From an optimization exercise on the open Yosys and OpenROAD flow, aimed at small area and a short achievable clock period; shortcuts taken in it are not production practice.
The RTL was checked by simulation tests, not by an equivalence proof against the original design.

Setup of run 1:
==> flow/design.v (excerpt) <==
module tlb_mp #(
  parameter int ENTRIES = 16,
  parameter int NPORTS  = 2,
  parameter int IDX_W   = $clog2(ENTRIES)
) (
  input  logic                  clk,
  input  logic                  rst,
  input  logic [7:0]            asid,
  input  logic [NPORTS-1:0]     lk_req,
  input  logic [NPORTS*32-1:0]  lk_vaddr,
  output logic [NPORTS-1:0]     lk_ack,
  output logic [NPORTS*32-1:0]  lk_paddr,
  output logic [NPORTS-1:0]     lk_miss,
  output logic [NPORTS-1:0]     lk_valid,
  output logic [NPORTS-1:0]     lk_dirty,
  output logic [NPORTS-1:0]     lk_uncached,
  input  logic                  tlb_we,
  input  logic                  tlb_wr_random,
  input  logic [IDX_W-1:0]      tlb_config_index,
  input  logic [85:0]           tlb_config,
  input  logic                  wired_we,
  input  logic [IDX_W-1:0]      wired_i,
  output logic [IDX_W-1:0]      random_o,
  input  logic                  tlb_p,
  output logic                  tlb_p_done,
  output logic [31:0]           tlb_p_res_o,
  input  logic [IDX_W-1:0]      tlb_read_index,
  output logic [85:0]           tlb_read_config_o
);
  localparam logic [IDX_W-1:0] LAST_IDX = IDX_W'(ENTRIES - 1);
  logic [85:0]        tlb [ENTRIES];
  logic [IDX_W-1:0]   random_q;
  logic [IDX_W-1:0]   wired_q;
  logic [IDX_W-1:0]   wr_idx;
  logic [85:0]        wdata;
  logic [ENTRIES-1:0] wen;
  assign random_o = random_q;
  assign wr_idx   = tlb_wr_random ? random_q : tlb_config_index;
  ...
Size in the first run: ~6,000 cells after synthesis, roughly 380 I/O pins, roughly 78,000 sq um of cells after synthesis.
==> flow/config.mk <==
export PLATFORM = sky130hd
export DESIGN_NAME = tlb_mp
export DESIGN_NICKNAME = tlb_mp
export VERILOG_FILES = /design/flow/design.v
export SDC_FILE = /design/flow/constraint.sdc
export NUM_CORES = 4
export LEC_CHECK = 0
export CAP_MARGIN = 20
export CORE_MARGIN = 2
export CORE_UTILIZATION = 45
export SETUP_SLACK_MARGIN = 1.8
export SLEW_MARGIN = 20
==> flow/constraint.sdc <==
create_clock -name core_clock -period 6.0 [get_ports {clk}]
set_input_delay 1.2000 -clock core_clock [delete_from_list [all_inputs] [get_ports {clk}]]
set_output_delay 1.2000 -clock core_clock [all_outputs]
set_load 0.01 [all_outputs]
run.sh (not shown) runs the stock make flow with config.mk's settings and CLKGATE_MAP_FILE= SYNTH_SCRIPT=/design/flow/synth_recipe.tcl, a recipe that flattens the netlist after the stock synthesis.
Run 1 was carried through to the last stage, and its layout satisfied the timing, design-rule and antenna checks.
### run 1 -> run 2
# run 1
export LEC_CHECK = 0
export CAP_MARGIN = 20
export CORE_MARGIN = 2
export CORE_UTILIZATION = 45
export SETUP_SLACK_MARGIN = 1.8
export SLEW_MARGIN = 20
create_clock -name core_clock -period 6.0 [get_ports {clk}]
# run 2
export LEC_CHECK = 0
export CAP_MARGIN = 20
export CORE_MARGIN = 2
export CORE_UTILIZATION = 30
export SETUP_SLACK_MARGIN = 0.2
export SLEW_MARGIN = 20
create_clock -name core_clock -period 6.0 [get_ports {clk}]
Run 2 completed end to end with timing, DRC and antenna clean. Per the comparison of run 2 with run 1, largest driver fanout on the critical path fell by 17; routed wire length lost 18,000 microns; initial cell density of the core dropped 15 points; clock skew after layout moved up. On number of buffers inserted for hold repair after clock tree synthesis, run 2 and run 1 are basically level. Diff run 2 and run 1: overall die width higher in run 2. Of run 2 and run 1, the higher total die area belongs to run 2. Run 2: fmax lower than run 1. Going from run 1 to run 2, instance area at placement went up 1500 sq um, post-route cell area went down about 4%, fraction of cell area in non-clock buffers went down 2.6 points.
diff inputs: run 2 => run 3
# run 2
export LEC_CHECK = 0
export CAP_MARGIN = 20
export CORE_MARGIN = 2
export CORE_UTILIZATION = 30
export SETUP_SLACK_MARGIN = 0.2
export SLEW_MARGIN = 20
create_clock -name core_clock -period 6.0 [get_ports {clk}]
# run 3
export LEC_CHECK = 0
export CAP_MARGIN = 20
export CORE_MARGIN = 2
export CORE_UTILIZATION = 45
export SETUP_SLACK_MARGIN = 2.0
export SLEW_MARGIN = 20
create_clock -name core_clock -period 6.0 [get_ports {clk}]
==> flow/flow/run.sh (new file) <==
#!/bin/bash
# Own layout flow: the standard flow (standard synthesis unchanged), with two
# differences in how the layout is made:
#  - sizing may swap cells across footprints (MATCH_CELL_FOOTPRINT=0), so the
#    port buffers can be resized like any other buffer;
#  - ports are buffered with plain buf_2 cells instead of delay buffers.
# The make/tool output goes to standard_flow.log; each ORFS step keeps its own
# log under orfs/logs/.
set -uo pipefail
bash standard.sh MATCH_CELL_FOOTPRINT=0 \
  "BUFFER_PORTS_ARGS=-buffer_cell sky130_fd_sc_hd__buf_2" \
  finish > standard_flow.log 2>&1
==> flow/standard.sh (new file) <==
#!/bin/bash
# synth_recipe.tcl (not shown) runs the flow's synth.tcl, then flattens the netlist and writes it again
# the make line also repeats each setting of config.mk as NAME=value (left out here)
make -C /OpenROAD-flow-scripts/flow DESIGN_CONFIG=/design/flow/config.mk WORK_HOME=/design/flow/orfs CLKGATE_MAP_FILE= SYNTH_SCRIPT=/design/flow/synth_recipe.tcl "${@:-finish}"
removed: flow/run.sh
## What came out
Mean instance size in the synthesized netlist of run 2 is on par with run 3. Run 3 against run 2: detailed-route wire length increased 13,000 microns, maximum cell stage delay along the critical path decreased 0.31 ns.

==> separate check: timing with driven ports <==
In the flow no input, the clock included, has a driving cell. The finished layouts below were timed again as built, in two steps.
Step 1 sets driving cells, clkbuf_16 on the clock port and buf_2 on the other inputs (assumed; they add their load-dependent delay and slew).
Step 2, shift: input delay + t, output delay - t, t = (earliest + latest rising clock arrival at the registers) / 2. This alone moves slack from input paths to output paths.
Three values: ideal ports, drivers, drivers and shift; two values: the first two.
| run | shift t [ns] | setup slack, ns | hold slack, ns | slew at the worst register clock pin (ns) |
|---|---|---|---|---|
| run 1 | 0.944 | 1.636 / 1.571 / 0.826 | 0.470 / 0.470 / 0.470 | 0.07 / 0.07 |
| run 2 | 0.951 | 0.253 / 0.168 / -0.495 | 0.470 / 0.470 / 0.470 | 0.07 / 0.07 |
| run 3 | 0.945 | 1.586 / 1.498 / 0.911 | 0.472 / 0.472 / 0.472 | 0.08 / 0.08 |
Met with ideal ports but missed after step 2: setup timing in run 2. For run 1, which loses most, drivers alone change the setup slack by -0.065 ns; drivers and shift together by -0.810 ns.
